Background: an optimization exercise with open tools, aiming at small area and a short achievable clock period. Do not read the settings as production practice.
Where RTL was checked, it was by simulation tests only, not by an equivalence proof against the original.
Function not checked in runs 2 to 4: the RTL went through the layout flow alone.
Power is estimated from default activity; no workload was simulated.

==> design/flow/design.v <==
`default_nettype none
package exec_pkg;
    localparam int XLEN = 32;
    typedef logic [XLEN-1:0] xlen_t;
    localparam logic [6:0] OPC_OP     = 7'b0110011;
    localparam logic [6:0] OPC_OP_IMM = 7'b0010011;
    localparam logic [6:0] OPC_LUI    = 7'b0110111;
    localparam logic [6:0] OPC_AUIPC  = 7'b0010111;
    localparam logic [6:0] OPC_BRANCH = 7'b1100011;
    localparam logic [6:0] OPC_JAL    = 7'b1101111;
    localparam logic [6:0] OPC_JALR   = 7'b1100111;
endpackage
`default_nettype wire
`default_nettype none
module ex_issue (
    input  logic        clk,
    input  logic        rst_n,
    input  logic        flush,
    input  logic        in_valid,
    input  logic [6:0]  in_opcode,
    input  logic [4:0]  in_rd,
    input  logic [2:0]  in_funct3,
    input  logic [6:0]  in_funct7,
    input  logic [31:0] in_imm,
    input  logic [31:0] in_pc,
    input  logic [31:0] in_rs1_val,
    input  logic [31:0] in_rs2_val,
    output logic        iss_valid,
    output logic [31:0] iss_a,
    output logic [31:0] iss_b,
    output logic [31:0] iss_pc,
    output logic [4:0]  iss_rd,
    output logic        iss_add,
    output logic        iss_sub,
    output logic        iss_sll,
    output logic        iss_sr,
    output logic        iss_cmp,
    output logic        iss_mod,
    output logic        iss_lx,
    output logic        iss_la,
    output logic        iss_link,
    output logic        iss_br,
    output logic        iss_eq,
    output logic        iss_lt,
    output logic        iss_beq,
    output logic        iss_blt,
    output logic        iss_binv
);
    logic is_op, is_opimm, is_lui, is_auipc, is_br, is_jal, is_jalr, is_alu;
    logic eq, lt;
    logic [2:0] f3;
    logic sub, sel_pc, sel_rev, sel_rs1;
    logic [31:0] rs1_rev;
    assign f3       = in_funct3;
    assign is_op    = (in_opcode == exec_pkg::OPC_OP);
    assign is_opimm = (in_opcode == exec_pkg::OPC_OP_IMM);
    assign is_lui   = (in_opcode == exec_pkg::OPC_LUI);
    assign is_auipc = (in_opcode == exec_pkg::OPC_AUIPC);
    assign is_br    = (in_opcode == exec_pkg::OPC_BRANCH);
    assign is_jal   = (in_opcode == exec_pkg::OPC_JAL);
    assign is_jalr  = (in_opcode == exec_pkg::OPC_JALR);
    assign is_alu   = is_op | is_opimm;
    assign sub     = is_alu & ((f3 == 3'b010) | (f3 == 3'b011) |
                               ((f3 == 3'b000) & is_op & in_funct7[5]));
    assign sel_pc  = is_auipc | is_jal | is_br;
    assign sel_rev = is_alu & (f3 == 3'b001);
    assign sel_rs1 = (is_alu & (f3 != 3'b001)) | is_jalr;
    always_comb begin
        for (int i = 0; i < 32; i++) begin
            rs1_rev[i] = in_rs1_val[31-i];
        end
    end
    branch_unit i_branch (
        .rs1    (in_rs1_val),
        .rs2    (in_rs2_val),
        .uns    (f3[1]),
        .eq     (eq),
        .lt     (lt)
    );
    always_ff @(posedge clk or negedge rst_n) begin
        if (!rst_n) begin
            iss_valid <= 1'b0;
        end else begin
            iss_valid <= in_valid && !flush;
        end
    end
    always_ff @(posedge clk) begin
        iss_a    <= sel_pc  ? in_pc :
                    sel_rev ? rs1_rev :
                    sel_rs1 ? in_rs1_val : 32'd0;
        iss_b    <= (is_op ? in_rs2_val : in_imm) ^ {32{sub}};
        iss_pc   <= in_pc;
        iss_rd   <= in_rd;
        iss_add  <= (is_alu & (f3 == 3'b000)) | is_lui | is_auipc;
        iss_sub  <= sub;
        iss_sll  <= is_alu & (f3 == 3'b001);
        iss_sr   <= is_alu & (f3 == 3'b101);
        iss_cmp  <= is_alu & (f3[2:1] == 2'b01);
        iss_mod  <= f3[2] ? in_funct7[5] : (f3[1] & f3[0]);
        iss_lx   <= is_alu & f3[2] & !f3[0];
        iss_la   <= is_alu & f3[2] & f3[1];
        iss_link <= is_jal | is_jalr;
        iss_br   <= is_br;
        iss_eq   <= eq;
        iss_lt   <= lt;
        iss_beq  <= is_br & (f3[2:1] == 2'b00);
        iss_blt  <= is_br & f3[2];
        iss_binv <= f3[0];
    end
endmodule
`default_nettype wire
`default_nettype none
module int_alu (
    input  logic [31:0] a,
    input  logic [31:0] b,
    input  logic [31:0] pc,
    input  logic        op_add,
    input  logic        op_sub,
    input  logic        op_sll,
    input  logic        op_sr,
    input  logic        op_cmp,
    input  logic        op_mod,
    input  logic        op_lx,
    input  logic        op_la,
    input  logic        op_link,
    input  logic        op_br,
    output logic [31:0] rd_val,
    output logic [31:0] jump_pc
);
    logic [31:0] sum;
    logic        cout;
    logic        lt;
    logic [31:0] sh_out;
    logic [31:0] sh_rev;
    logic        fill;
    logic [31:0] link;
    assign {cout, sum} = {1'b0, a} + {1'b0, b} + {32'd0, op_sub};
    assign lt = op_mod ? !cout : ((a[31] ^ !b[31]) ? a[31] : sum[31]);
    assign fill   = op_mod & a[31];
    assign sh_out = 32'($signed({fill, a}) >>> b[4:0]);
    always_comb begin
        for (int i = 0; i < 32; i++) begin
            sh_rev[i] = sh_out[31-i];
        end
    end
    inc30 i_inc (
        .a (pc[31:2]),
        .s (link[31:2])
    );
    assign link[1:0] = pc[1:0];
    assign rd_val = ({32{op_add}} & sum) |
                    ({32{op_sr}} & sh_out) |
                    ({32{op_sll}} & sh_rev) |
                    {31'd0, op_cmp & lt} |
                    ({32{op_lx}} & (a ^ b)) |
                    ({32{op_la}} & (a & b)) |
                    ({32{op_link}} & link);
    assign jump_pc = ({32{op_br}} & sum) |
                     ({32{op_link}} & {sum[31:1], 1'b0});
endmodule
module inc30 (
    input  logic [29:0] a,
    output logic [29:0] s
);
    logic [29:0] t;    
    always_comb begin
        t = a;
        for (int l = 1; l < 30; l = l * 2) begin
            for (int i = 29; i >= l; i--) begin
                if ((i / l) % 2 == 1) begin
                    t[i] = t[i] & t[(i / l) * l - 1];
                end
            end
        end
    end
    assign s = a ^ {t[28:0], 1'b1};
endmodule
`default_nettype wire
`default_nettype none
module branch_unit (
    input  logic [31:0] rs1,
    input  logic [31:0] rs2,
    input  logic        uns,
    output logic        eq,
    output logic        lt
);
    logic [30:0] gt_b;    
    logic [30:0] lt_b;    
    logic        lt_lo;   
    logic        eq_lo;
    logic        sd;      
    assign gt_b = rs1[30:0] & ~rs2[30:0];
    assign lt_b = ~rs1[30:0] & rs2[30:0];
    always_comb begin
        logic [31:0] l, e;
        for (int i = 0; i < 31; i++) begin
            l[i] = lt_b[i];
            e[i] = !(gt_b[i] | lt_b[i]);
        end
        l[31] = 1'b0;
        e[31] = 1'b1;
        for (int w = 1; w < 32; w = w * 2) begin
            for (int i = 0; i < 32; i += 2 * w) begin
                l[i] = l[i + w] | (e[i + w] & l[i]);
                e[i] = e[i + w] & e[i];
            end
        end
        lt_lo = l[0];
        eq_lo = e[0];
    end
    assign sd = rs1[31] ^ rs2[31];
    assign eq = eq_lo & !sd;
    assign lt = sd ? (uns ? rs2[31] : rs1[31]) : lt_lo;
endmodule
`default_nettype wire
`default_nettype none
module ex_result (
    input  logic        clk,
    input  logic        rst_n,
    input  logic        flush,
    input  logic        iss_valid,
    input  logic [4:0]  rd,
    input  logic        rd_we,
    input  logic [31:0] rd_val,
    input  logic [31:0] pc,
    input  logic        jump,
    input  logic [31:0] jump_pc,
    input  logic        illegal,
    output logic        out_valid,
    output logic [4:0]  out_rd,
    output logic        out_rd_we,
    output logic [31:0] out_rd_val,
    output logic [31:0] out_pc,
    output logic        out_jump,
    output logic [31:0] out_jump_pc,
    output logic        out_illegal
);
    always_ff @(posedge clk or negedge rst_n) begin
        if (!rst_n) begin
            out_valid <= 1'b0;
        end else begin
            out_valid <= iss_valid && !flush;
        end
    end
    always_ff @(posedge clk) begin
        out_rd      <= rd;
        out_rd_we   <= rd_we;
        out_rd_val  <= rd_val;
        out_pc      <= pc;
        out_jump    <= jump;
        out_jump_pc <= jump_pc;
        out_illegal <= illegal;
    end
endmodule
`default_nettype wire
`default_nettype none
module ex_top (
    input  logic        clk,
    input  logic        rst_n,
    input  logic        flush,
    input  logic        in_valid,
    input  logic [6:0]  in_opcode,
    input  logic [4:0]  in_rd,
    input  logic [2:0]  in_funct3,
    input  logic [6:0]  in_funct7,
    input  logic [31:0] in_imm,
    input  logic [31:0] in_pc,
    input  logic [31:0] in_rs1_val,
    input  logic [31:0] in_rs2_val,
    output logic        out_valid,
    output logic [4:0]  out_rd,
    output logic        out_rd_we,
    output logic [31:0] out_rd_val,
    output logic [31:0] out_pc,
    output logic        out_jump,
    output logic [31:0] out_jump_pc,
    output logic        out_illegal
);
    logic        iss_valid;
    logic [31:0] iss_a, iss_b, iss_pc;
    logic [4:0]  iss_rd;
    logic        iss_add, iss_sub, iss_sll, iss_sr, iss_cmp, iss_mod;
    logic        iss_lx, iss_la, iss_link, iss_br;
    logic        iss_eq, iss_lt, iss_beq, iss_blt, iss_binv;
    logic        jump;
    logic [31:0] rd_val, jump_pc;
    logic        illegal, rd_we;
    ex_issue i_issue (
        .clk        (clk),
        .rst_n      (rst_n),
        .flush      (flush),
        .in_valid   (in_valid),
        .in_opcode  (in_opcode),
        .in_rd      (in_rd),
        .in_funct3  (in_funct3),
        .in_funct7  (in_funct7),
        .in_imm     (in_imm),
        .in_pc      (in_pc),
        .in_rs1_val (in_rs1_val),
        .in_rs2_val (in_rs2_val),
        .iss_valid  (iss_valid),
        .iss_a      (iss_a),
        .iss_b      (iss_b),
        .iss_pc     (iss_pc),
        .iss_rd     (iss_rd),
        .iss_add    (iss_add),
        .iss_sub    (iss_sub),
        .iss_sll    (iss_sll),
        .iss_sr     (iss_sr),
        .iss_cmp    (iss_cmp),
        .iss_mod    (iss_mod),
        .iss_lx     (iss_lx),
        .iss_la     (iss_la),
        .iss_link   (iss_link),
        .iss_br     (iss_br),
        .iss_eq     (iss_eq),
        .iss_lt     (iss_lt),
        .iss_beq    (iss_beq),
        .iss_blt    (iss_blt),
        .iss_binv   (iss_binv)
    );
    int_alu i_alu (
        .a       (iss_a),
        .b       (iss_b),
        .pc      (iss_pc),
        .op_add  (iss_add),
        .op_sub  (iss_sub),
        .op_sll  (iss_sll),
        .op_sr   (iss_sr),
        .op_cmp  (iss_cmp),
        .op_mod  (iss_mod),
        .op_lx   (iss_lx),
        .op_la   (iss_la),
        .op_link (iss_link),
        .op_br   (iss_br),
        .rd_val  (rd_val),
        .jump_pc (jump_pc)
    );
    assign illegal = !(iss_add | iss_sll | iss_sr | iss_cmp | iss_lx | iss_la |
                       iss_link | iss_br);
    assign jump    = iss_link |
                     (((iss_beq & iss_eq) | (iss_blt & iss_lt)) ^ (iss_binv & (iss_beq | iss_blt)));
    assign rd_we   = !illegal && !iss_br && (iss_rd != 5'd0);
    ex_result i_result (
        .clk         (clk),
        .rst_n       (rst_n),
        .flush       (flush),
        .iss_valid   (iss_valid),
        .rd          (iss_rd),
        .rd_we       (rd_we),
        .rd_val      (rd_val),
        .pc          (iss_pc),
        .jump        (jump),
        .jump_pc     (jump_pc),
        .illegal     (illegal),
        .out_valid   (out_valid),
        .out_rd      (out_rd),
        .out_rd_we   (out_rd_we),
        .out_rd_val  (out_rd_val),
        .out_pc      (out_pc),
        .out_jump    (out_jump),
        .out_jump_pc (out_jump_pc),
        .out_illegal (out_illegal)
    );
endmodule
`default_nettype wire
`default_nettype none
module ex_stage (
    input  logic        clk,
    input  logic        rst_n,
    input  logic        flush,
    input  logic        in_valid,
    input  logic [6:0]  in_opcode,
    input  logic [4:0]  in_rd,
    input  logic [2:0]  in_funct3,
    input  logic [6:0]  in_funct7,
    input  logic [31:0] in_imm,
    input  logic [31:0] in_pc,
    input  logic [31:0] in_rs1_val,
    input  logic [31:0] in_rs2_val,
    output logic        out_valid,
    output logic [4:0]  out_rd,
    output logic        out_rd_we,
    output logic [31:0] out_rd_val,
    output logic [31:0] out_pc,
    output logic        out_jump,
    output logic [31:0] out_jump_pc,
    output logic        out_illegal
);
    ex_top i_ex_top (
        .clk         (clk),
        .rst_n       (rst_n),
        .flush       (flush),
        .in_valid    (in_valid),
        .in_opcode   (in_opcode),
        .in_rd       (in_rd),
        .in_funct3   (in_funct3),
        .in_funct7   (in_funct7),
        .in_imm      (in_imm),
        .in_pc       (in_pc),
        .in_rs1_val  (in_rs1_val),
        .in_rs2_val  (in_rs2_val),
        .out_valid   (out_valid),
        .out_rd      (out_rd),
        .out_rd_we   (out_rd_we),
        .out_rd_val  (out_rd_val),
        .out_pc      (out_pc),
        .out_jump    (out_jump),
        .out_jump_pc (out_jump_pc),
        .out_illegal (out_illegal)
    );
endmodule
`default_nettype wire
==> design/flow/flow/run.sh <==
#!/bin/bash
# ORFS's synthesis as synth_recipe.tcl runs it, except that the full/half
# adder extraction is skipped and ABC maps with flow/abc.script; then the
# standard layout with plain buf_1 cells as port buffers.
set -euo pipefail
W=$PWD
{
  cat <<EOT
proc extract_fa {args} {}
proc abc {args} {
  set i [lsearch -exact \$args -script]
  lset args [expr {\$i + 1}] $W/flow/abc.script
  yosys abc {*}\$args
}
EOT
  cat synth_recipe.tcl
} > synth_custom.tcl
bash standard.sh SYNTH_SCRIPT=$W/synth_custom.tcl synth > synth.log 2>&1
CTS_ARGS="-sink_clustering_enable -repair_clock_nets -buf_list sky130_fd_sc_hd__clkbuf_16 -sink_clustering_size 24 -sink_clustering_max_diameter 120 -dont_use_dummy_load" BUFFER_PORTS_ARGS="-buffer_cell sky130_fd_sc_hd__buf_1" bash standard.sh finish > layout.log 2>&1
==> design/flow/flow/abc.script <==
strash
dch
map -B 0.9
topo
stime -c
buffer -c
upsize -c
dnsize -c
==> design/flow/standard.sh <==
#!/bin/bash
# synth_recipe.tcl (not shown) runs the flow's synth.tcl, then flattens the netlist and writes it again
# the make line also repeats each setting of config.mk as NAME=value (left out here)
make -C /OpenROAD-flow-scripts/flow DESIGN_CONFIG=/design/flow/config.mk WORK_HOME=/design/flow/orfs CLKGATE_MAP_FILE= SYNTH_SCRIPT=/design/flow/synth_recipe.tcl "${@:-finish}"
==> design/flow/config.mk <==
export PLATFORM = sky130hd
export DESIGN_NAME = ex_stage
export DESIGN_NICKNAME = ex_stage
export VERILOG_FILES = /design/flow/design.v
export SDC_FILE = /design/flow/constraint.sdc
export NUM_CORES = 4
export LEC_CHECK = 0
export CAP_MARGIN = 20
export CORE_MARGIN = 2
export CORE_UTILIZATION = 45
export SETUP_SLACK_MARGIN = 2.8
export SLEW_MARGIN = 20
==> design/flow/constraint.sdc <==
create_clock -name core_clock -period 5.0 [get_ports {clk}]
set_input_delay 1.0000 -clock core_clock [delete_from_list [all_inputs] [get_ports {clk}]]
set_output_delay 1.0000 -clock core_clock [all_outputs]
set_load 0.01 [all_outputs]
==> summary.md, run 1 <==
| Metric | Value |
|---|---|
| Port buffer count | `252` |
| Worst slew pin tran | `about 0.89 ns` |
| Register area share after synthesis | `0.351` |
| Startpoint Class | `input port` |
| Syn Std Cell Area | `about 0.013 mm2` |
| CTS tree | `done` |
| Clock Skew | `roughly 0.035 ns` |
| WP data arrival | `between 2 and 3 ns` |
| Top fanout value on the critical path | `9` |
| # rows | `a little over 60` |
| Clock Tree Root | `clkbuf_16` |
| Reg clk slew, reported paths | `0.09 ns` |
| PD cells | `236 mW/mm2` |
| Async set-reset flop share out of synthesis | `0.00901` |
| Worst setup path class | `in -> reg` |
| Hold Path Class | `in -> async` |
| Post-synth EDFFs | `0` |
| CTS Buf Count | `13` |
| Vias | `14,202` |
| DRT Wirelength | `52,600 um` |
| Starting Density | `0.457` |
| Die height | `172 um` |
| Worst r2r src | `i_ex_top.i_issue.iss_b[13]` |
| DR WL/cell | `20.3 um` |
| Peak supply drop | `~170 uV` |
| I/O pin total | `about 260` |
| Multi-input logic area | `roughly 0.0074 mm2` |
| Hold buffer count at cts | `0` |
| Clock Latency Late Sink | `slightly below 0.5 ns` |
| Setup tns final | `0 ns` |
| # diodes | `0` |
| Fin. max-slew vios | `0` |
| Synthesized Nets | `2,127` |
| Synth warn | `5` |
| CORE AREA | `around 0.028 mm2` |
| Relative slew slack | `0.402` |
| Share of layout cells above drive strength 1 | `0.105` |
| RSZ-0062 raised after global routing | `true` |
| Clk sinks | `between 200 and 250` |
| Yosys cell types | `52` |
| Number of nets in the layout | `roughly 2,400` |
| GRT Residual Overflow | `0` |
| Initial antenna violation count | `0` |
| Largest net degree at the start of global routing | `63` |
| Mean Syn Cell Area | `~6.4 um2` |
| H-tree levels | `1` |
| Req. time, crit path | `5.40 ns` |
| Vias in the first global route | `roughly 13,000` |
| Leak | `7.04 nW` |
| Period utilization | `0.446` |
| Dominant synthesized flop cell | `dfxtp_1` |
| Fmax | `about 450 MHz` |
| #FFs+latches synth | `approximately 220` |
| Total die area | `0.0296 mm2` |
| Final min period | `around 2.2 ns` |
| Max-Cap Viols | `0` |
| 1st-iter DRT viols | `between 1,000 and 1,500` |
| Post-synthesis cell count | `roughly 2,000` |
| DR pass1 iterations | `6` |
| DRC viols | `0` |
| Status | `complete, no violations` |
| GP Congestion | `0.992` |
| Die Wd | `about 170 um` |
| # setup viols final | `0` |
| Dpl ws | `between 2 and 2.5 ns` |
| Hold Vio Cnt, Final | `0` |
| # fillers | `a little under 3,000` |
| Area growth from synthesis to layout | `19.7%` |
| First-pass GRT wire length | `~74,000 um` |
| Dpl hpwl | `between 40,000 and 50,000 um` |
| Vias per std cell | `~5.5` |
| Register area | `between 0.004 and 0.005 mm2` |
| CTS max path bufs | `3` |
| Routed Antenna Nets | `0` |
| Worst Setup SP | `in_opcode[3]` |
| Total Routing Usage GR | `0.338` |
| Final setup margin | `between 2 and 3 ns` |
| CP endpoint kind | `flip-flop` |
-- synthesized netlist by cell type, drive strengths merged, types with 2 or more instances --
cell | number | area [um2]
clkbuf | 48 | 180
nand2 | 566 | 2170
o22ai | 22 | 138
nor2 | 241 | 980
clkinv | 2 | 7.51
xnor2 | 10 | 87.6
o21a | 2 | 15.0
o21ai | 115 | 587
nor3 | 26 | 145
nand3 | 216 | 1090
a21oi | 59 | 295
a31oi | 15 | 93.8
mux2i | 3 | 30.0
nor3b | 2 | 15.0
or2 | 6 | 37.5
buf | 26 | 173
o2111ai | 6 | 52.6
nand3b | 11 | 82.6
inv | 233 | 875
nand4 | 17 | 106
and2 | 2 | 12.5
dfxtp | 220 | 4400
o221ai | 37 | 324
nor4 | 5 | 31.3
a211oi | 2 | 15.0
dfrtp | 2 | 50.1
xor2 | 54 | 480
o211ai | 11 | 82.6
o21bai | 6 | 45.0
a21boi | 2 | 18.8
-- cell type report --
cell class,instances,area share
Inverter,235,0.0603
Multi-Input combinational cell,1444,0.489
Clock buffer,13,0.0214
Timing Repair Buffer,301,0.101
Sequential cell,222,0.295
Timing Repair inverter,4,0.00198
Tap cell,378,0.0311
-- placed cells by master, fill, tap and decap left out, types with 7 or more instances in the layout --
cell          n
nand2_1     526
buf_1       251
inv_1       213
nand3_1     209
dfxtp_1     206
nor2_1      201
o21ai_0      83
a21oi_1      52
xor2_1       48
nand2_2      37
o221ai_1     37
buf_4        32
nor2_2       25
o21ai_1      23
o22ai_1      22
nor3_1       17
nand4_1      17
clkbuf_16    16
nor2_4       15
a31oi_1      15
inv_2        13
o211ai_1     11
nand3b_1     11
xnor2_1      10
dfxtp_2      10
clkinvlp_4    9
buf_12        9
o21ai_2       8
nand3_2       7
-- path summary, 6_finish.rpt --
kind                                                          to  slack, ns  cells after the start
worst max-delay path                  i_ex_top.i_issue.iss_a[13]       2.77                     10
min in group core_clock              i_ex_top.i_result.out_rd[3]       0.35                      0
max in group asynchronous             i_ex_top.i_issue.iss_valid       4.59                      1
worst min register to register       i_ex_top.i_result.out_rd[3]       0.35                      0
worst min-delay path                 i_ex_top.i_result.out_valid       0.28                      1
worst max register to register  i_ex_top.i_result.out_rd_val[14]       2.84                      9
-- flip-flops by register name (all words and copies together) (netlist names), 5 cells and up --
register and flops:
i_ex_top.i_issue.iss_a 32, i_ex_top.i_issue.iss_b 32, i_ex_top.i_issue.iss_pc 32, i_ex_top.i_issue.iss_rd 5
i_ex_top.i_result.out_jump_pc 32, i_ex_top.i_result.out_pc 32, i_ex_top.i_result.out_rd 5, i_ex_top.i_result.out_rd_val 32
-- kinds of logic after synthesis --
logic type	count (synthesis)	share of synthesized area
xor+xnor	64	0.0448
buf+inv	309	0.0973
mux	3	0.00237
compound gates	282	0.136
flops	222	0.351
simple gates	1093	0.368
-- stage by stage --
step	utilization	instances	hold slack, ns	power, W	cell area (um2)
CTS	0.521	2566	0.281	0.00354	14500
detailed placement	0.499	2542	0.338	0.00252	13900
global route	0.547	2597	0.271	0.00374	15200
floorplan	-	1973	0.331	0.00229	12700
global placement	0.499	2542	0.335	0.00252	13900
finish	0.547	2597	0.284	0.00358	15200
-- power breakdown --
part	internal (W)	switching (W)	leakage, nW
Combinational	0.000217	0.000454	5.04
Sequential	0.00183	0.0000618	1.85
Clock	0.000466	0.000552	0.160
Total	0.00251	0.00107	7.04
-- worst max-delay path, stage by stage --
cell and delay (ns):
buf_1 0.16, nor3_4 0.21, inv_2 0.07, nor2_4 0.23, inv_1 0.18, nor2_4 0.21
buf_12 0.14, clkinvlp_4 0.07, buf_4 0.18, o221ai_1 0.18
-- repair_timing --
item	CTS	global route
setup buffers	8	23
pin swaps	2	18
gates resized for setup	48	125
cloned	3	8
setup endpoints to repair	115	113
-- layer usage --
metal | up-vias | track usage | part of all wire
li1 | 6889 | - | -
met1 | 6489 | 0.470 | 0.42
met2 | 720 | 0.539 | 0.45
met3 | 104 | 0.0389 | 0.080
met4 | 0 | 0.124 | 0.043
met5 | - | 0 | 0
==> run 2: changes to the inputs <==
--- a/design/flow/design.v
+++ b/design/flow/design.v
@@ -50,5 +50,6 @@
     logic eq, lt;
     logic [2:0] f3;
-    logic sub, sel_pc, sel_rev, sel_rs1;
+    logic [6:2] op;
+    logic p_alu, p_op, sub, sel_pc, sel_rev, sel_rs1;
     logic [31:0] rs1_rev;
     assign f3       = in_funct3;
@@ -61,9 +62,12 @@
     assign is_jalr  = (in_opcode == exec_pkg::OPC_JALR);
     assign is_alu   = is_op | is_opimm;
-    assign sub     = is_alu & ((f3 == 3'b010) | (f3 == 3'b011) |
-                               ((f3 == 3'b000) & is_op & in_funct7[5]));
-    assign sel_pc  = is_auipc | is_jal | is_br;
-    assign sel_rev = is_alu & (f3 == 3'b001);
-    assign sel_rs1 = (is_alu & (f3 != 3'b001)) | is_jalr;
+    assign op      = in_opcode[6:2];
+    assign p_alu   = !op[6] & !op[2];
+    assign p_op    = p_alu & op[5];
+    assign sub     = p_alu & ((!f3[2] & f3[1]) |
+                              ((f3 == 3'b000) & op[5] & in_funct7[5]));
+    assign sel_pc  = op[6] ? (op[3] | !op[2]) : (!op[5] & op[2]);
+    assign sel_rev = p_alu & (f3 == 3'b001);
+    assign sel_rs1 = (p_alu & (f3 != 3'b001)) | (op[6] & !op[3] & op[2]);
     always_comb begin
         for (int i = 0; i < 32; i++) begin
@@ -86,8 +90,7 @@
     end
     always_ff @(posedge clk) begin
-        iss_a    <= sel_pc  ? in_pc :
-                    sel_rev ? rs1_rev :
-                    sel_rs1 ? in_rs1_val : 32'd0;
-        iss_b    <= (is_op ? in_rs2_val : in_imm) ^ {32{sub}};
+        iss_a    <= ({32{sel_pc}} & in_pc) | ({32{sel_rev}} & rs1_rev) |
+                    ({32{sel_rs1}} & in_rs1_val);
+        iss_b    <= (p_op ? in_rs2_val : in_imm) ^ {32{sub}};
         iss_pc   <= in_pc;
         iss_rd   <= in_rd;
==> run 2 against run 1 <==
Against the previous run:
- first-iteration DRC count up 18%
- register-to-register slack got worse by 0.09 ns
- fmax decreased by 0.67%
- clock power about the same
- clock skew rose by 0.0024 ns
- global-route usage grew 2.2 points
- sequential cell count did not move
- critical path type is now reg -> reg
- critical endpoint is now i_ex_top.i_result.out_rd_val[21]
- largest cell class unchanged
- highest routed layer is now met5
==> summary.md, run 2 <==
| Metric | Value |
|---|---|
| CTS Buf Count | `13 (unchanged)` |
| Crit path cell chain | `buf_4, clkbuf_16, nand2_1, o21ai_0, nand2_1, nand2_1, o21ai_1, nor2_1, o21ai_1, nand2_1, nand3b_1, nor2_2, nand2_1` |
| Period utilization | `0.449 (+0.00300)` |
| Yosys cell types | `50 (-3.8%)` |
| Sw Pwr | `0.00177 W (+66%)` |
| Dpl hpwl | `44,600 um (+7.3%)` |
| # fillers | `2,879 (-0.69%)` |
| Combinational share of power | `0.342 (+0.155)` |
| Async set-reset flop share out of synthesis | `0.00901 (unchanged)` |
| Syn Std Cell Area | `0.0128 mm2 (+0.57%)` |
| CORE AREA | `0.0279 mm2 (+0.28%)` |
| Leak | `7.09 nW (+0.61%)` |
| Final setup margin | `2.75 ns (-0.0150 ns)` |
| Register area share after synthesis | `0.349 (-0.00200)` |
| RSZ-0062 raised after global routing | `true` |
| Relative slew slack | `0.438 (+0.0356)` |
| WP data arrival | `2.67 ns (+0.03 ns)` |
| Req. time, crit path | `5.42 ns (+0.02 ns)` |
| Max-Cap Viols | `0 (unchanged)` |
| CTS tree | `done` |
| Crit path max-delay family | `compound AO/OA/AOI/OAI gates` |
| Share of layout cells above drive strength 1 | `0.121 (+0.0167)` |
| First-pass GRT wire length | `78,500 um (+5.9%)` |
| Area leader, netlist | `dfxtp_1` |
| CTS max path bufs | `3 (unchanged)` |
| Leading cell type by number of instances after synthesis | `nand2_1` |
| Starting Density | `0.458 (+0.00135)` |
| GRT Residual Overflow | `0 (unchanged)` |
| Startpoint Class | `flip-flop` |
| Setup tns final | `0 ns (unchanged)` |
| H-tree levels | `1 (unchanged)` |
| Sequential Power Share | `0.434 (-0.094)` |
| Vias in the first global route | `12,904 (+2.4%)` |
| Commonest non-fill, non-tap cell in the layout | `nand2_1` |
| Worst setup path class | `reg -> reg` |
| Clock Tree Root | `clkbuf_16` |
| Initial antenna violation count | `3 (+3)` |
| Final min period | `2.25 ns (+0.0150 ns)` |
| # setup viols final | `0 (unchanged)` |
| Dpl ws | `1.90 ns (-0.121 ns)` |
| Top cells by count, synth | `nand2_1, nor2_1, nand3_1` |
| Area growth from synthesis to layout | `20.7%` |
| Die height | `172 um (+0.28%)` |
| Int Power | `0.00283 W (+13%)` |
| PD cells | `299 mW/mm2 (+27%)` |
| Largest net degree at the start of global routing | `58 (-7.9%)` |
| Clock Latency Late Sink | `0.51 ns (+0.02 ns)` |
| Hold buffer count at cts | `0 (unchanged)` |
| Multi-input logic area | `0.00774 mm2 (+4.3%)` |
| Synth warn | `5 (unchanged)` |
| Status | `complete, no violations` |
| Worst slew pin tran | `0.842 ns (-0.0522 ns)` |
| CP max stage cell | `dfxtp_4` |
| Net Sw Frac | `0.385 (+0.0872)` |
| Mean Syn Cell Area | `6.35 um2 (-1.3%)` |
| Synthesized Nets | `2,164 (+1.7%)` |
| Vias per std cell | `5.58 (+2.1%)` |
| Dominant synthesized flop cell | `dfxtp_1` |
| #FFs+latches synth | `222 (unchanged)` |
| I/O pin total | `259 (unchanged)` |
| Clk sinks | `222 (unchanged)` |
| Clock Skew | `0.0373 ns (+0.00241 ns)` |
| # rows | `61 (unchanged)` |
| 1st-iter DRT viols | `1,680 (+18%)` |
| Clock power share | `0.224 (-0.060)` |
| GP Congestion | `1.09 (+10%)` |
| CP endpoint kind | `flip-flop` |
| Vias | `14,637 (+3.1%)` |
| DRC viols | `0 (unchanged)` |
| CP peak stage delay | `0.41 ns (+0.18 ns)` |
| Post-synthesis cell count | `2,010 (+1.9%)` |
| Total Routing Usage GR | `0.359 (+0.0217)` |
| Buf+Inv Stages, Crit Path | `2 (-4)` |
| Post-synth EDFFs | `0 (unchanged)` |
| DR WL/cell | `21.1 um (+4.2%)` |
| Routed Antenna Nets | `0 (unchanged)` |
| Fin. max-slew vios | `0 (unchanged)` |
| Number of nets in the layout | `2,399 (+1.0%)` |
| Top cells by area, synth | `dfxtp_1, nand2_1, nand3_1` |
| Area share of the largest cell type after synthesis | `0.345 (-0.00197)` |
| Hold Path Class | `in -> async` |
| Most Frequent Cell on Critical Path | `nand2_1` |
| Commonest cells after routing, fill and taps aside | `nand2_1, buf_1, nand3_1, inv_1, nor2_1` |
| Peak supply drop | `302 uV (+79%)` |
| DR pass1 iterations | `6 (unchanged)` |
| Port buffer count | `252 (unchanged)` |
| Hold Vio Cnt, Final | `0 (unchanged)` |
| DRT Wirelength | `55,400 um (+5.2%)` |
| Top fanout value on the critical path | `5 (-4)` |
| Reg clk slew, reported paths | `0.09 ns (about the same)` |
| Register area | `0.00451 mm2 (+0.70%)` |
| Fmax | `445 MHz (-0.67%)` |
| Total die area | `0.0297 mm2 (+0.56%)` |
| Die Wd | `172 um (+0.28%)` |
-- run 2: final cells by class --
type / instances / share of cell area
Antenna cell: 1 / 0.000162
Clock buffer: 13 / 0.0211
Inverter: 225 / 0.0578
Multi-Input combinational cell: 1489 / 0.503
Sequential cell: 222 / 0.293
Tap cell: 378 / 0.0307
Timing Repair Buffer: 293 / 0.0939
Timing Repair inverter: 1 / 0.000487
-- run 2: cells by family (layout without fill, tap and decap cells) --
kind of cell    after synthesis  after routing  share of synthesized area
simple gates               1151           1152                      0.385
flops                       222            222                      0.349
other cells                   0              1                          0
compound gates              272            272                      0.127
buf+inv                     300            532                     0.0933
mux                           7              7                    0.00549
xor+xnor                     58             58                     0.0404
-- run 2: stage by stage --
| stage | utilization | total power, W | instances | hold WS, ns | cell area (um2) |
|---|---|---|---|---|---|
| 2_1_floorplan | - | 0.00288 | 2010 | 0.331 | 12800 |
| 3_3_place_gp | 0.501 | 0.00336 | 2579 | 0.336 | 13900 |
| 3_5_place_dp | 0.501 | 0.00336 | 2580 | 0.338 | 14000 |
| 4_1_cts | 0.526 | 0.00445 | 2599 | 0.286 | 14700 |
| 5_1_grt | 0.553 | 0.00482 | 2621 | 0.292 | 15400 |
| 6_report | 0.553 | 0.00461 | 2622 | 0.291 | 15400 |
-- run 2: power by group through the flow --
stage                     clock network, W  registers (W)  logic, W
final                              0.00103        0.00200   0.00158
after global routing               0.00111        0.00200   0.00170
after CTS                          0.00105        0.00198   0.00142
after detailed placement                 0        0.00201   0.00134
after global placement                   0        0.00201   0.00134
after floorplan                          0        0.00198  0.000905
-- run 2: metal layers --
layer | wire [um] | GRT usage | up-vias | share of wire
met5 | 11 | 0 | - | 0.00020
met3 | 4850 | 0.0476 | 159 | 0.088
met4 | 3130 | 0.166 | 2 | 0.056
li1 | - | - | 6973 | -
met1 | 23000 | 0.485 | 6623 | 0.42
met2 | 24400 | 0.570 | 880 | 0.44
-- run 2: final timing paths --
| path | startpoint | to | slack, ns | cells after the start |
|---|---|---|---|---|
| min | rst_n | i_ex_top.i_issue.iss_valid | 0.29 | 1 |
| max in group asynchronous | rst_n | i_ex_top.i_result.out_valid | 4.58 | 1 |
| max reg2reg | i_ex_top.i_issue.iss_b[0] | i_ex_top.i_result.out_rd_val[21] | 2.75 | 13 |
| min reg2reg | i_ex_top.i_issue.iss_rd[2] | i_ex_top.i_result.out_rd[2] | 0.36 | 0 |
| min in group core_clock | i_ex_top.i_issue.iss_rd[2] | i_ex_top.i_result.out_rd[2] | 0.36 | 0 |
| max | i_ex_top.i_issue.iss_b[0] | i_ex_top.i_result.out_rd_val[21] | 2.75 | 13 |
-- run 2: what timing repair did --
action	4_1_cts	5_1_grt
setup endpoints to repair	124	101
pin swaps	7	23
gates resized for setup	83	170
buffers inserted	2	18
endpoints found under the hold margin	0	0
gates cloned	4	4
==> run 3: changes to the inputs <==
--- a/design/flow/flow/run.sh
+++ b/design/flow/flow/run.sh
@@ -17,3 +17,3 @@
 } > synth_custom.tcl
 bash standard.sh SYNTH_SCRIPT=$W/synth_custom.tcl synth > synth.log 2>&1
-CTS_ARGS="-sink_clustering_enable -repair_clock_nets -buf_list sky130_fd_sc_hd__clkbuf_16 -sink_clustering_size 24 -sink_clustering_max_diameter 120 -dont_use_dummy_load" BUFFER_PORTS_ARGS="-buffer_cell sky130_fd_sc_hd__buf_1" bash standard.sh finish > layout.log 2>&1
+BUFFER_PORTS_ARGS="-buffer_cell sky130_fd_sc_hd__buf_1" bash standard.sh finish > layout.log 2>&1
--- a/design/flow/config.mk
+++ b/design/flow/config.mk
@@ -8,5 +8,5 @@
 export CAP_MARGIN = 20
 export CORE_MARGIN = 2
-export CORE_UTILIZATION = 45
+export CORE_UTILIZATION = 40
 export SETUP_SLACK_MARGIN = 2.8
 export SLEW_MARGIN = 20
==> run 3 against run 2 <==
Against the previous run:
- non-clock buffer count shrank 3
- cell area increased by 2.9%
- sequential cell count did not move
- first-iteration DRC count fell by 30%
- die area rose by 12%
- routed wire length grew 5.7%
- largest power group unchanged
- highest routed layer is now met4
==> summary.md, run 3 <==
| Metric | Value |
|---|---|
| Async set-reset flop share out of synthesis | `0.00901 (unchanged)` |
| Hold Vio Cnt, Final | `0 (unchanged)` |
| Post-Synth Simple-Gate Area | `0.385 (unchanged)` |
| Period utilization | `0.439 (-0.00976)` |
| CP endpoint kind | `flip-flop` |
| Synth warn | `5 (unchanged)` |
| First-pass GRT wire length | `83,900 um (+6.9%)` |
| Clock Latency Late Sink | `0.54 ns (+0.03 ns)` |
| Share of layout cells above drive strength 1 | `0.124 (+0.00236)` |
| Mean Syn Cell Area | `6.35 um2 (unchanged)` |
| Synthesized Nets | `2,164 (unchanged)` |
| DRT Wirelength | `58,500 um (+5.7%)` |
| Clk sinks | `222 (unchanged)` |
| #FFs+latches synth | `222 (unchanged)` |
| Buf+Inv Stages, Crit Path | `1 (-1)` |
| Register area share after synthesis | `0.349 (unchanged)` |
| CTS max path bufs | `3 (unchanged)` |
| Final Non-Filler Cells | `2,675 (+2.0%)` |
| Most Frequent Cell on Critical Path | `nand2_1` |
| Die Wd | `183 um (+5.9%)` |
| Commonest cells after routing, fill and taps aside | `nand2_1, buf_1, nand3_1, inv_1, dfxtp_1` |
| Fmax | `455 MHz (+2.2%)` |
| Top cells by area, synth | `dfxtp_1, nand2_1, nand3_1` |
| Dominant synthesized flop cell | `dfxtp_1` |
| Reg clk slew, reported paths | `0.06 ns (-0.03 ns)` |
| Setup tns final | `0 ns (unchanged)` |
| Post-synth EDFFs | `0 (unchanged)` |
| Crit path cell chain | `buf_12, o21ai_1, nand2_1, nand3_1, nand2_1, o21ai_1, nand2_1, nand3_1, o21ai_0, nor2_2, nand2_1` |
| Post-synthesis cell count | `2,010 (unchanged)` |
| GP Congestion | `0.981 (-10%)` |
| CTS Buf Count | `24 (+11)` |
| Vias in the first global route | `13,383 (+3.7%)` |
| GRT Residual Overflow | `0 (unchanged)` |
| Total Routing Usage GR | `0.341 (-0.0185)` |
| Yosys cell types | `50 (unchanged)` |
| Initial antenna violation count | `0 (-3)` |
| Startpoint Class | `flip-flop` |
| Number of nets in the layout | `2,409 (+0.42%)` |
| Leak | `7.30 nW (+3.0%)` |
| 1st-iter DRT viols | `1,174 (-30%)` |
| PD cells | `347 mW/mm2 (+16%)` |
| Fin. max-slew vios | `0 (unchanged)` |
| CORE AREA | `0.0315 mm2 (+13%)` |
| WP data arrival | `2.61 ns (-0.06 ns)` |
| DRC viols | `0 (unchanged)` |
| Cells after DPL | `2,606 (+1.0%)` |
| # rows | `65 (+6.6%)` |
| H-tree levels | `1 (unchanged)` |
| I/O pin total | `259 (unchanged)` |
| Largest net degree at the start of global routing | `58 (unchanged)` |
| Compound-Gate Fraction of Synth Area | `0.127 (unchanged)` |
| Die height | `183 um (+5.9%)` |
| Area leader, netlist | `dfxtp_1` |
| Req. time, crit path | `5.42 ns (about the same)` |
| Vias per std cell | `5.43 (-2.8%)` |
| Top fanout value on the critical path | `10 (+5)` |
| Dpl hpwl | `47,300 um (+6.0%)` |
| Area growth from synthesis to layout | `24.2%` |
| Max-Cap Viols | `0 (unchanged)` |
| Port buffer count | `252 (unchanged)` |
| Routed Antenna Nets | `0 (unchanged)` |
| Relative slew slack | `0.498 (+0.0602)` |
| # setup viols final | `0 (unchanged)` |
| Syn Std Cell Area | `0.0128 mm2 (unchanged)` |
| Clock Skew | `0.0123 ns (-0.0251 ns)` |
| Top cells by count, synth | `nand2_1, nor2_1, nand3_1` |
| Worst slew pin tran | `0.752 ns (-0.0904 ns)` |
| Crit path max-delay family | `simple AND/OR/NAND/NOR gates` |
| CP peak stage delay | `0.39 ns (-0.02 ns)` |
| # diodes | `0 (-1)` |
| Clock Tree Root | `clkbuf_16` |
| DR WL/cell | `21.9 um (+3.6%)` |
| Synth Area in Adders | `0 (unchanged)` |
| Total die area | `0.0333 mm2 (+12%)` |
| CTS tree | `done` |
| Largest family of logic cells by synthesized area | `simple AND/OR/NAND/NOR gates` |
| Vias | `14,518 (-0.81%)` |
| Mux contribution to synthesized area | `0.00549 (unchanged)` |
| Commonest non-fill, non-tap cell in the layout | `nand2_1` |
| Starting Density | `0.405 (-0.0526)` |
| Leading cell type by number of instances after synthesis | `nand2_1` |
| CP max stage cell | `dfxtp_4` |
| Peak supply drop | `284 uV (-6.0%)` |
| Final min period | `2.20 ns (-0.0488 ns)` |
| Synth Area in XOR/XNOR | `0.0404 (unchanged)` |
| Status | `complete, no violations` |
| Worst setup path class | `reg -> reg` |
| DR pass1 iterations | `6 (unchanged)` |
| Area share of the largest cell type after synthesis | `0.345 (unchanged)` |
| Hold Path Class | `in -> async` |
| RSZ-0062 raised after global routing | `true` |
==> run 3: cell count changes in the layout (fill, tap and decap cells not counted), moves of 6 or more <==
cell,previous run,this run
nand3_2,14,7
nor2_4,25,19
o21ai_0,58,64
clkbuf_16,16,25
dfxtp_4,9,3
nand3_1,223,231
dfxtp_1,191,201
==> run 3: per-stage QoR <==
stage,cell area (um2),hold slack [ns],setup WS (ns),power [W],utilization
3_3_place_gp,14000,0.335,1.84,0.00338,0.445
2_1_floorplan,12800,0.331,2.81,0.00288,-
3_5_place_dp,14000,0.337,1.82,0.00338,0.445
4_1_cts,15300,0.216,2.79,0.00540,0.485
6_report,15800,0.236,2.80,0.00550,0.504
5_1_grt,15800,0.243,2.73,0.00574,0.504
==> run 3: layout make-up <==
cell class	instances	area, um2
inverters	225	870
multi-input cells	1489	7700
repair buffers	290	1400
well taps	402	503
fillers	3382	15600
flip-flops and latches	222	4490
repair inverters	3	20.0
clock inverters	12	181
clock buffers	32	692
==> run 3: path summary, 6_finish.rpt <==
kind	startpoint	to	slack (ns)	cells after the start
worst min-delay path	rst_n	i_ex_top.i_issue.iss_valid	0.24	1
worst max register to register	i_ex_top.i_issue.iss_b[0]	i_ex_top.i_result.out_rd_val[15]	2.80	11
min in group core_clock	i_ex_top.i_issue.iss_rd[0]	i_ex_top.i_result.out_rd[0]	0.35	0
worst min register to register	i_ex_top.i_issue.iss_rd[0]	i_ex_top.i_result.out_rd[0]	0.35	0
worst max-delay path	i_ex_top.i_issue.iss_b[0]	i_ex_top.i_result.out_rd_val[15]	2.80	11
max in group asynchronous	rst_n	i_ex_top.i_result.out_valid	4.64	1
==> run 3: where the power goes <==
part	internal, W	total (W)	leakage, nW	switching [W]
registers	0.00188	0.00199	1.86	0.000115
clock network	0.00119	0.00194	0.426	0.000751
logic	0.000484	0.00157	5.02	0.00109
==> run 3: kinds of logic after synthesis <==
group                     count (synthesis)
and+or+nand+nor                        1151
buffers and inverters                   300
AOI/OAI and AO/OA                       272
DFF                                     222
xor gates and xnor gates                 58
muxes                                     7
==> run 3: what timing repair did <==
action,in CTS,in global routing
pin swaps,4,17
cloned,5,2
endpoints found under the setup margin,94,80
resized for setup,75,134
hold buffers,0,0
setup buffers,3,15
hold endpoints to repair,0,0
==> run 3: metal layers <==
metal | part of all wire | global-route usage
met2 | 0.45 | 0.555
met3 | 0.075 | 0.0391
met4 | 0.045 | 0.139
met5 | 0 | 0
met1 | 0.43 | 0.460
==> run 4: changes to the inputs <==
--- a/design/flow/design.v
+++ b/design/flow/design.v
@@ -51,6 +51,9 @@
     logic [2:0] f3;
     logic [6:2] op;
-    logic p_alu, p_op, sub, sel_pc, sel_rev, sel_rs1;
+    logic p_alu, p_op, sub, sel_pc, sel_sh, sel_rs1;
     logic [31:0] rs1_rev;
+    logic        sh_fill;
+    logic [1:0]  shamt;
+    logic [31:0] sh_src, sh16, sh8;
     assign f3       = in_funct3;
     assign is_op    = (in_opcode == exec_pkg::OPC_OP);
@@ -68,6 +71,6 @@
                               ((f3 == 3'b000) & op[5] & in_funct7[5]));
     assign sel_pc  = op[6] ? (op[3] | !op[2]) : (!op[5] & op[2]);
-    assign sel_rev = p_alu & (f3 == 3'b001);
-    assign sel_rs1 = (p_alu & (f3 != 3'b001)) | (op[6] & !op[3] & op[2]);
+    assign sel_sh  = p_alu & (f3[1:0] == 2'b01);
+    assign sel_rs1 = (p_alu & (f3[1:0] != 2'b01)) | (op[6] & !op[3] & op[2]);
     always_comb begin
         for (int i = 0; i < 32; i++) begin
@@ -75,4 +78,9 @@
         end
     end
+    assign shamt   = p_op ? in_rs2_val[4:3] : in_imm[4:3];
+    assign sh_fill = f3[2] & in_funct7[5] & in_rs1_val[31];
+    assign sh_src  = (f3[2] ? in_rs1_val : rs1_rev);
+    assign sh16    = shamt[1] ? {{16{sh_fill}}, sh_src[31:16]} : sh_src;
+    assign sh8     = shamt[0] ? {{8{sh_fill}}, sh16[31:8]} : sh16;
     branch_unit i_branch (
         .rs1    (in_rs1_val),
@@ -90,5 +98,5 @@
     end
     always_ff @(posedge clk) begin
-        iss_a    <= ({32{sel_pc}} & in_pc) | ({32{sel_rev}} & rs1_rev) |
+        iss_a    <= ({32{sel_pc}} & in_pc) | ({32{sel_sh}} & sh8) |
                     ({32{sel_rs1}} & in_rs1_val);
         iss_b    <= (p_op ? in_rs2_val : in_imm) ^ {32{sub}};
@@ -141,5 +149,5 @@
     assign lt = op_mod ? !cout : ((a[31] ^ !b[31]) ? a[31] : sum[31]);
     assign fill   = op_mod & a[31];
-    assign sh_out = 32'($signed({fill, a}) >>> b[4:0]);
+    assign sh_out = 32'($signed({fill, a}) >>> b[2:0]);
     always_comb begin
         for (int i = 0; i < 32; i++) begin
--- a/design/flow/flow/run.sh
+++ b/design/flow/flow/run.sh
@@ -17,3 +17,3 @@
 } > synth_custom.tcl
 bash standard.sh SYNTH_SCRIPT=$W/synth_custom.tcl synth > synth.log 2>&1
-BUFFER_PORTS_ARGS="-buffer_cell sky130_fd_sc_hd__buf_1" bash standard.sh finish > layout.log 2>&1
+CTS_ARGS="-sink_clustering_enable -repair_clock_nets -buf_list sky130_fd_sc_hd__clkbuf_16 -sink_clustering_size 24 -sink_clustering_max_diameter 120 -dont_use_dummy_load" BUFFER_PORTS_ARGS="-buffer_cell sky130_fd_sc_hd__buf_1" bash standard.sh finish > layout.log 2>&1
--- a/design/flow/config.mk
+++ b/design/flow/config.mk
@@ -8,5 +8,5 @@
 export CAP_MARGIN = 20
 export CORE_MARGIN = 2
-export CORE_UTILIZATION = 40
+export CORE_UTILIZATION = 45
 export SETUP_SLACK_MARGIN = 2.8
 export SLEW_MARGIN = 20
==> run 4 against run 3 <==
Against the previous run:
- clock power fell by 47%
- clock skew is 0.0072 ns higher
- sequential cell count is the same
- register-to-register slack improved by 0.04 ns
- largest cell class unchanged
- largest power group unchanged
==> summary.md, run 4 <==
| Metric | Value |
|---|---|
| Sequential Power Share | `0.441 (+0.079)` |
| Met1 Usage GRT | `0.444 (-0.0167)` |
| Top fanout value on the critical path | `10 (unchanged)` |
| Fin. max-slew vios | `0 (unchanged)` |
| Startpoint Class | `flip-flop` |
| Worst setup path class | `reg -> reg` |
| Routed Antenna Nets | `0 (unchanged)` |
| CTS max path bufs | `3 (unchanged)` |
| Mean Syn Cell Area | `6.42 um2 (+1.1%)` |
| Die Wd | `173 um (-5.3%)` |
| Clock Skew | `0.0194 ns (+0.00715 ns)` |
| Met2 GRT Util | `0.535 (-0.0203)` |
| Commonest non-fill, non-tap cell in the layout | `nand2_1` |
| Top cells by count, synth | `nand2_1, nor2_1, inv_1` |
| Synth warn | `5 (unchanged)` |
| Post-synth EDFFs | `0 (unchanged)` |
| Register area share after synthesis | `0.347 (-0.00211)` |
| Top cells by area, synth | `dfxtp_1, nand2_1, nor2_1` |
| Leak | `6.91 nW (-5.3%)` |
| WP data arrival | `2.50 ns (-0.11 ns)` |
| Met3 GRT Util | `0.0295 (-0.00965)` |
| #FFs+latches synth | `222 (unchanged)` |
| DRC viols | `0 (unchanged)` |
| Synthesized Nets | `2,154 (-0.46%)` |
| Vias | `14,144 (-2.6%)` |
| # fillers | `2,945 (-13%)` |
| # rows | `61 (-6.2%)` |
| Top Usage Layer GRT | `met2` |
| Relative slew slack | `0.412 (-0.0867)` |
| Worst slew pin tran | `0.873 ns (+0.122 ns)` |
| Peak supply drop | `183 uV (-36%)` |
| Register area | `0.00448 mm2 (-0.17%)` |
| Area share of the largest cell type after synthesis | `0.343 (-0.00209)` |
| Setup tns final | `0 ns (unchanged)` |
| Req. time, crit path | `5.35 ns (-0.07 ns)` |
| Clock Latency Late Sink | `0.48 ns (-0.06 ns)` |
| Vias per std cell | `5.38 (-0.83%)` |
| Largest net degree at the start of global routing | `56 (-3.4%)` |
| Total Power | `0.00449 W (-18%)` |
| Dpl cell area | `0.0141 mm2 (+0.85%)` |
| Cells after DPL | `2,574 (-1.2%)` |
| Vias in the first global route | `12,838 (-4.1%)` |
| Clock Tree Root | `clkbuf_16` |
| I/O pin total | `259 (unchanged)` |
| Port buffer count | `252 (unchanged)` |
| Async set-reset flop share out of synthesis | `0.00901 (unchanged)` |
| Clk sinks | `222 (unchanged)` |
| Multi-input logic area | `0.00760 mm2 (-1.2%)` |
| Sw Pwr | `0.00168 W (-14%)` |
| CTS tree | `done` |
| # diodes | `0 (unchanged)` |
| Total Routing Usage GR | `0.328 (-0.0131)` |
| Final Non-Filler Cells | `2,628 (-1.8%)` |
| Number of nets in the layout | `2,406 (-0.12%)` |
| DR pass1 iterations | `5 (-1)` |
| Commonest cells after routing, fill and taps aside | `nand2_1, buf_1, nor2_1, inv_1, dfxtp_1` |
| Area growth from synthesis to layout | `19.6%` |
| Dominant synthesized flop cell | `dfxtp_1` |
| Dpl hpwl | `41,400 um (-13%)` |
| Post-synthesis cell count | `2,000 (-0.50%)` |
| Total die area | `0.0299 mm2 (-10%)` |
| Max-Cap Viols | `0 (unchanged)` |
| Status | `complete, no violations` |
| Hold Vio Cnt, Final | `0 (unchanged)` |
| GRT Residual Overflow | `0 (unchanged)` |
| CTS Buf Count | `13 (-46%)` |
| DR WL/cell | `19.8 um (-9.7%)` |
| Reg clk slew, reported paths | `0.09 ns (+0.03 ns)` |
| Yosys cell types | `55 (+10%)` |
| Leading cell type by number of instances after synthesis | `nand2_1` |
| Fin area | `0.0153 mm2 (-3.1%)` |
| Flop-to-flop setup slack | `2.85 ns (+0.04 ns)` |
| H-tree levels | `1 (unchanged)` |
| RSZ-0062 raised after global routing | `true` |
| Net Sw Frac | `0.375 (+0.0193)` |
| Worst r2r src | `i_ex_top.i_issue.iss_b[0]` |
| Hold Path Class | `in -> async` |
| Worst r2r path cells | `9 (-2)` |
| Share of layout cells above drive strength 1 | `0.0982 (-0.0254)` |
| Syn Std Cell Area | `0.0128 mm2 (+0.61%)` |
| PD cells | `292 mW/mm2 (-16%)` |
| CORE AREA | `0.0279 mm2 (-11%)` |
| DRT Wirelength | `51,900 um (-11%)` |
| # setup viols final | `0 (unchanged)` |
| Clock power share | `0.229 (-0.123)` |
| Worst Setup SP | `i_ex_top.i_issue.iss_b[0]` |
| Period utilization | `0.431 (-0.00882)` |
| Combinational share of power | `0.330 (+0.044)` |
| Area leader, netlist | `dfxtp_1` |
| Starting Density | `0.460 (+0.0541)` |
| Initial antenna violation count | `0 (unchanged)` |
| Die height | `173 um (-5.3%)` |
| R2r endpoint | `i_ex_top.i_result.out_rd_val[22]` |
| CP endpoint kind | `flip-flop` |
| First-pass GRT wire length | `75,200 um (-10%)` |
| Final min period | `2.15 ns (-0.0441 ns)` |
| 1st-iter DRT viols | `1,465 (+25%)` |
| Fmax | `464 MHz (+2.0%)` |
| CP Capture Point | `i_ex_top.i_result.out_rd_val[22]` |
| Int Power | `0.00281 W (-21%)` |
| GP Congestion | `0.993 (+1.3%)` |
## run 4: cell types whose count changed after synthesis, sizes merged, moves of 9 or more
| cell | before | now |
|---|---|---|
| a211oi | 1 | 14 |
| mux2i | 7 | 16 |
| nand2 | 574 | 591 |
| o21ai | 115 | 159 |
| nand3b | 13 | 3 |
| xor2 | 29 | 59 |
| nand3 | 238 | 117 |
| a21oi | 59 | 77 |
| xnor2 | 29 | 7 |
## run 4: area by class of cell
cell class              count  share of cell area
multi-input cells        1475               0.495
flip-flops and latches    222               0.292
repair buffers            304              0.0984
inverters                 231              0.0602
well taps                 378              0.0308
clock buffers              13              0.0212
repair inverters            5             0.00245
## run 4: cells by family (layout without fill, tap and decap cells)
| kind of cell | Yosys count | after routing | synth area share |
|---|---|---|---|
| AND/OR/NAND/NOR | 1032 | 1033 | 0.330 |
| AO/OA/AOI/OAI | 360 | 360 | 0.172 |
| XOR/XNOR | 66 | 66 | 0.0450 |
| buffers and inverters | 304 | 553 | 0.0936 |
| flip-flops | 222 | 222 | 0.347 |
| multiplexers | 16 | 16 | 0.0125 |
## run 4: repair_timing
| item | 4_1_cts | 5_1_grt |
|---|---|---|
| cloned | 6 | 4 |
| buffers inserted | 11 | 20 |
| setup endpoints to repair | 81 | 80 |
| resized for setup | 49 | 110 |
| hold buffers | 0 | 0 |
| hold endpoints to repair | 0 | 0 |
| pin swaps | 5 | 13 |
## run 4: through the flow
step           hold WS, ns  utilization  worst slack, ns
3_3_place_gp         0.335        0.506             1.62
6_report             0.286        0.549             2.85
4_1_cts              0.276        0.530             2.75
5_1_grt              0.280        0.549             2.75
2_1_floorplan        0.331            -             2.67
3_5_place_dp         0.339        0.506             1.59
## run 4: worst max-delay path, stage by stage (launching register included)
cell and delay (ns):
dfxtp_4 0.43, clkinvlp_4 0.23, nand2_1 0.11, nand2_1 0.07
o21ai_0 0.27, o21ai_0 0.31, nand2_1 0.15, o2111ai_1 0.12
nor2_1 0.21, o21ai_0 0.11
## run 4: routing by layer
metal  wire, um  part of all wire  up-vias
li1           -                 -     6966
met1      22600              0.44     6449
met2      23400              0.45      632
met3       3330             0.064       97
met4       2560             0.049        0
met5          0                 0        -
## run 4: how the worst min path moves through the flow
| stage | startpoint | to |
|---|---|---|
| 2_1_floorplan | i_ex_top.i_issue.iss_pc[0] | i_ex_top.i_result.out_pc[0] |
| 3_3_place_gp | i_ex_top.i_issue.iss_rd[4] | i_ex_top.i_result.out_rd[4] |
| 3_5_place_dp | i_ex_top.i_issue.iss_rd[4] | i_ex_top.i_result.out_rd[4] |
| 4_1_cts | rst_n | i_ex_top.i_result.out_valid |
| 5_1_grt | rst_n | i_ex_top.i_issue.iss_valid |
| 6_report | rst_n | i_ex_top.i_result.out_valid |
## run 4: power by group through the flow
stage / combinational [W] / clock (W) / sequential (W)
global placement: 0.00129 / 0 / 0.00201
floorplan: 0.000863 / 0 / 0.00198
finish: 0.00148 / 0.00103 / 0.00198
CTS: 0.00136 / 0.00104 / 0.00197
global route: 0.00161 / 0.00109 / 0.00199
detailed placement: 0.00129 / 0 / 0.00201
==> run 5: changes to the inputs <==
--- a/design/flow/design.v
+++ b/design/flow/design.v
@@ -146,5 +146,11 @@
     logic        fill;
     logic [31:0] link;
-    assign {cout, sum} = {1'b0, a} + {1'b0, b} + {32'd0, op_sub};
+    add32 i_add (
+        .a    (a),
+        .b    (b),
+        .cin  (op_sub),
+        .s    (sum),
+        .cout (cout)
+    );
     assign lt = op_mod ? !cout : ((a[31] ^ !b[31]) ? a[31] : sum[31]);
     assign fill   = op_mod & a[31];
@@ -170,4 +176,23 @@
                      ({32{op_link}} & {sum[31:1], 1'b0});
 endmodule
+module add32(input [31:0] a, b, input cin, output [31:0] s, output cout);
+  logic [31:0] p0, G;
+  always_comb begin
+    logic [31:0] g, p;
+    g = a & b; p = a ^ b;
+    p0 = p;
+    g[0] = g[0] | (p[0] & cin);
+    for (int l = 1; l < 32; l = l*2)
+      for (int i = 0; i < 32; i++)
+        if ((i / l) % 2 == 1) begin
+          g[i] = g[i] | (p[i] & g[(i/l)*l - 1]);
+          p[i] = p[i] & p[(i/l)*l - 1];
+        end
+    G = g;
+  end
+  assign s[0] = p0[0] ^ cin;
+  for (genvar i = 1; i < 32; i++) assign s[i] = p0[i] ^ G[i-1];
+  assign cout = G[31];
+endmodule
 module inc30 (
     input  logic [29:0] a,
==> design/flow/flow/abc.script (replaced) <==
strash; dch; map -B 0.9; topo; stime -c; upsize -c; dnsize -c
==> run 5 against run 4 <==
Against the previous run:
- sequential share of layout area up 1.7 points
- total power fell by 4.8%
- clock power barely moved
- combinational power fell by 16%
==> summary.md, run 5 <==
| Metric | Value |
|---|---|
| GP Congestion | `1.02 (+2.6%)` |
| I/O pin total | `259 (unchanged)` |
| Starting Density | `0.460 (+0.000529)` |
| CORE AREA | `0.0253 mm2 (-9.3%)` |
| First-pass GRT wire length | `66,000 um (-12%)` |
| DR WL/cell | `18.8 um (-4.7%)` |
| # rows | `58 (-4.9%)` |
| # setup viols final | `0 (unchanged)` |
| Fmax | `458 MHz (-1.4%)` |
| CTS tree | `done` |
| Async set-reset flop share out of synthesis | `0.00901 (unchanged)` |
| Hold buffer count at cts | `0 (unchanged)` |
| Largest net degree at the start of global routing | `54 (-3.6%)` |
| Clock Skew | `0.0311 ns (+0.0117 ns)` |
| Post-synthesis cell count | `1,743 (-13%)` |
| Area growth from synthesis to layout | `24.4%` |
| CTS max path bufs | `3 (unchanged)` |
| Hold Path Class | `in -> async` |
| Worst setup path class | `in -> reg` |
| Dpl hpwl | `33,900 um (-18%)` |
| Leak | `5.75 nW (-17%)` |
| Clock Tree Root | `clkbuf_16` |
| Worst slew pin tran | `0.736 ns (-0.137 ns)` |
| Clock Latency Late Sink | `0.48 ns (about the same)` |
| Mean Syn Cell Area | `6.69 um2 (+4.2%)` |
| Post-synth EDFFs | `0 (unchanged)` |
| Sw Pwr | `0.00152 W (-9.5%)` |
| Register area share after synthesis | `0.382 (+0.0353)` |
| DRC viols | `0 (unchanged)` |
| # fillers | `2,542 (-14%)` |
| Final min period | `2.18 ns (+0.0314 ns)` |
| Number of nets in the layout | `2,222 (-7.6%)` |
| Fin. max-slew vios | `0 (unchanged)` |
| Share of layout cells above drive strength 1 | `0.102 (+0.00391)` |
| Peak supply drop | `333 uV (+82%)` |
| Max-Cap Viols | `0 (unchanged)` |
| CTS Buf Count | `13 (unchanged)` |
| WP data arrival | `2.59 ns (+0.09 ns)` |
| H-tree levels | `1 (unchanged)` |
| Vias | `13,165 (-6.9%)` |
| Req. time, crit path | `5.40 ns (+0.05 ns)` |
| Commonest non-fill, non-tap cell in the layout | `nand2_1` |
| Top fanout value on the critical path | `21 (+11)` |
| 1st-iter DRT viols | `1,205 (-18%)` |
| Worst r2r path cells | `9 (unchanged)` |
| Top cells by count, synth | `nand2_1, nor2_1, dfxtp_1` |
| Initial antenna violation count | `0 (unchanged)` |
| Final setup margin | `2.82 ns (-0.0314 ns)` |
| RSZ-0062 raised after global routing | `true` |
| DRT Wirelength | `45,100 um (-13%)` |
| Relative slew slack | `0.497 (+0.0850)` |
| Clk sinks | `222 (unchanged)` |
| Startpoint Class | `input port` |
| Die height | `165 um (-4.6%)` |
| Area leader, netlist | `dfxtp_1` |
| Top cells by area, synth | `dfxtp_1, nand2_1, nor2_1` |
| Vias in the first global route | `11,623 (-9.5%)` |
| Vias per std cell | `5.49 (+2.1%)` |
| Clock power share | `0.243 (+0.014)` |
| #FFs+latches synth | `222 (unchanged)` |
| Dpl ws | `1.52 ns (-0.0673 ns)` |
| Area share of the largest cell type after synthesis | `0.378 (+0.0349)` |
| Routed Antenna Nets | `0 (unchanged)` |
| Combinational share of power | `0.290 (-0.040)` |
| Synthesized Nets | `1,897 (-12%)` |
| Total die area | `0.0272 mm2 (-9.0%)` |
| Setup tns final | `0 ns (unchanged)` |
| Hold Vio Cnt, Final | `0 (unchanged)` |
| Leading cell type by number of instances after synthesis | `nand2_1` |
| Net Sw Frac | `0.356 (-0.0186)` |
| Yosys cell types | `42 (-24%)` |
| Synth warn | `6 (+1)` |
| PD cells | `295 mW/mm2 (+0.78%)` |
| Status | `complete, no violations` |
| Int Power | `0.00275 W (-2.0%)` |
| Syn Std Cell Area | `0.0117 mm2 (-9.2%)` |
| Total Routing Usage GR | `0.321 (-0.00727)` |
| Commonest cells after routing, fill and taps aside | `nand2_1, buf_1, dfxtp_1, nor2_1, clkinv_1` |
| Dominant synthesized flop cell | `dfxtp_1` |
| # diodes | `0 (unchanged)` |
| Period utilization | `0.437 (+0.00628)` |
| Port buffer count | `252 (unchanged)` |
| Sequential Power Share | `0.467 (+0.026)` |
| GRT Residual Overflow | `0 (unchanged)` |
| CP endpoint kind | `flip-flop` |
| DR pass1 iterations | `6 (+1)` |
| Reg clk slew, reported paths | `0.09 ns (about the same)` |
| Die Wd | `165 um (-4.6%)` |
run 5: changes by cell type in the layout (fill, tap and decap cells not counted), moves of 14 or more:
cell	previous run	this run
nand2_2	21	6
nand3_1	111	149
nor2_1	231	193
nand2_1	566	487
inv_2	2	16
clkinv_1	2	157
a21oi_1	67	47
o211ai_1	42	56
inv_1	219	0
o21ai_2	18	2
run 5: final cells by class:
| class | instances | area [um2] | share of cell area |
|---|---|---|---|
| multi-input combinational | 1336 | 6960 | 0.480 |
| sequential | 222 | 4480 | 0.309 |
| timing repair buffer | 306 | 1520 | 0.105 |
| inverter | 186 | 771 | 0.0532 |
| tap | 330 | 413 | 0.0285 |
| clock buffer | 13 | 325 | 0.0224 |
| timing repair inverter | 3 | 28.8 | 0.00198 |
run 5: power by group through the flow:
stage,sequential (W),combinational [W],clock [W]
2_1_floorplan,0.00199,0.000703,0
3_3_place_gp,0.00204,0.00102,0
3_5_place_dp,0.00204,0.00103,0
4_1_cts,0.00199,0.00111,0.00106
5_1_grt,0.00200,0.00136,0.00112
6_report,0.00200,0.00124,0.00104
run 5: critical path, cell delays in order:
cell and delay (ns):
buf_2 0.13, nor2_4 0.14, inv_4 0.06, nor2_8 0.13, nand2_1 0.11, o21ai_4 0.15
inv_8 0.13, a211oi_1 0.26, a21oi_1 0.14, nand2_1 0.11, nand3_1 0.09, o211ai_1 0.12
run 5: cell families after synthesis:
family	share of synthesized area
mux	0.00773
flops	0.382
xor+xnor	0.0435
buf+inv	0.0603
compound gates	0.176
simple gates	0.331
run 5: path summary, 6_finish.rpt:
check | startpoint | to | slack (ns)
max in group asynchronous | rst_n | i_ex_top.i_result.out_valid | 4.58
worst min-delay path | rst_n | i_ex_top.i_issue.iss_valid | 0.29
min in group core_clock | i_ex_top.i_issue.iss_rd[1] | i_ex_top.i_result.out_rd[1] | 0.35
worst min register to register | i_ex_top.i_issue.iss_rd[1] | i_ex_top.i_result.out_rd[1] | 0.35
worst max-delay path | in_opcode[2] | i_ex_top.i_issue.iss_a[12] | 2.82
worst max register to register | i_ex_top.i_issue.iss_b[0] | i_ex_top.i_result.out_rd_val[6] | 2.84
run 5: through the flow:
stage	hold WS, ns	instances	utilization	instance area (um2)	power [W]
3_3_place_gp	0.334	2336	0.520	13200	0.00306
2_1_floorplan	0.331	1743	-	11700	0.00270
4_1_cts	0.286	2374	0.552	14000	0.00416
3_5_place_dp	0.338	2336	0.520	13200	0.00307
5_1_grt	0.295	2396	0.572	14500	0.00448
6_report	0.292	2396	0.572	14500	0.00427
run 5: timing repair:
| item | in CTS | in global routing |
|---|---|---|
| pin swaps | 7 | 15 |
| resized for setup | 57 | 113 |
| buffers inserted | 21 | 18 |
| setup endpoints to repair | 126 | 105 |
| cloned | 4 | 4 |
run 5: layer usage:
metal	vias up	GRT usage	wire (um)
met1	5983	0.468	20600
met5	-	0	0
met4	0	0.0771	1150
met2	605	0.505	19800
met3	83	0.0364	3580
li1	6494	-	-

-- afterwards: timing with drivers on the ports --
How much do the figures lean on ideal ports? The routed layouts below were timed once more, with nothing changed but the port constraints.
Step 1 sets driving cells, clkbuf_16 on the clock port and buf_2 on the other inputs (assumed; they add their load-dependent delay and slew).
Step 2 times the ports against the registers' clock, not the clock port: input delays grow and output delays shrink by t, the midpoint of the rising clock arrivals with the driver on.
Slacks: ideal ports / drivers / drivers and shift; pairs: ideal ports / drivers.
run | shift t [ns] | setup WS [ns] | clock arrival spread, ns | worst slew at a driven data input, ns
run 1 | 0.528 | 2.769 / 2.800 / 2.273 | 0.035 / 0.035 | 0.04
run 2 | 0.539 | 2.754 / 2.754 / 2.356 | 0.038 / 0.038 | 0.09
run 3 | 0.590 | 2.803 / 2.803 / 2.321 | 0.013 / 0.012 | 0.06
run 4 | 0.526 | 2.847 / 2.847 / 2.383 | 0.020 / 0.019 | 0.05
run 5 | 0.521 | 2.815 / 2.840 / 2.324 | 0.039 / 0.040 | 0.05
After both steps every run listed still meets setup and hold. The setup slack of run 1, which loses most, moves by +0.031 ns with the drivers and by -0.496 ns with both steps.
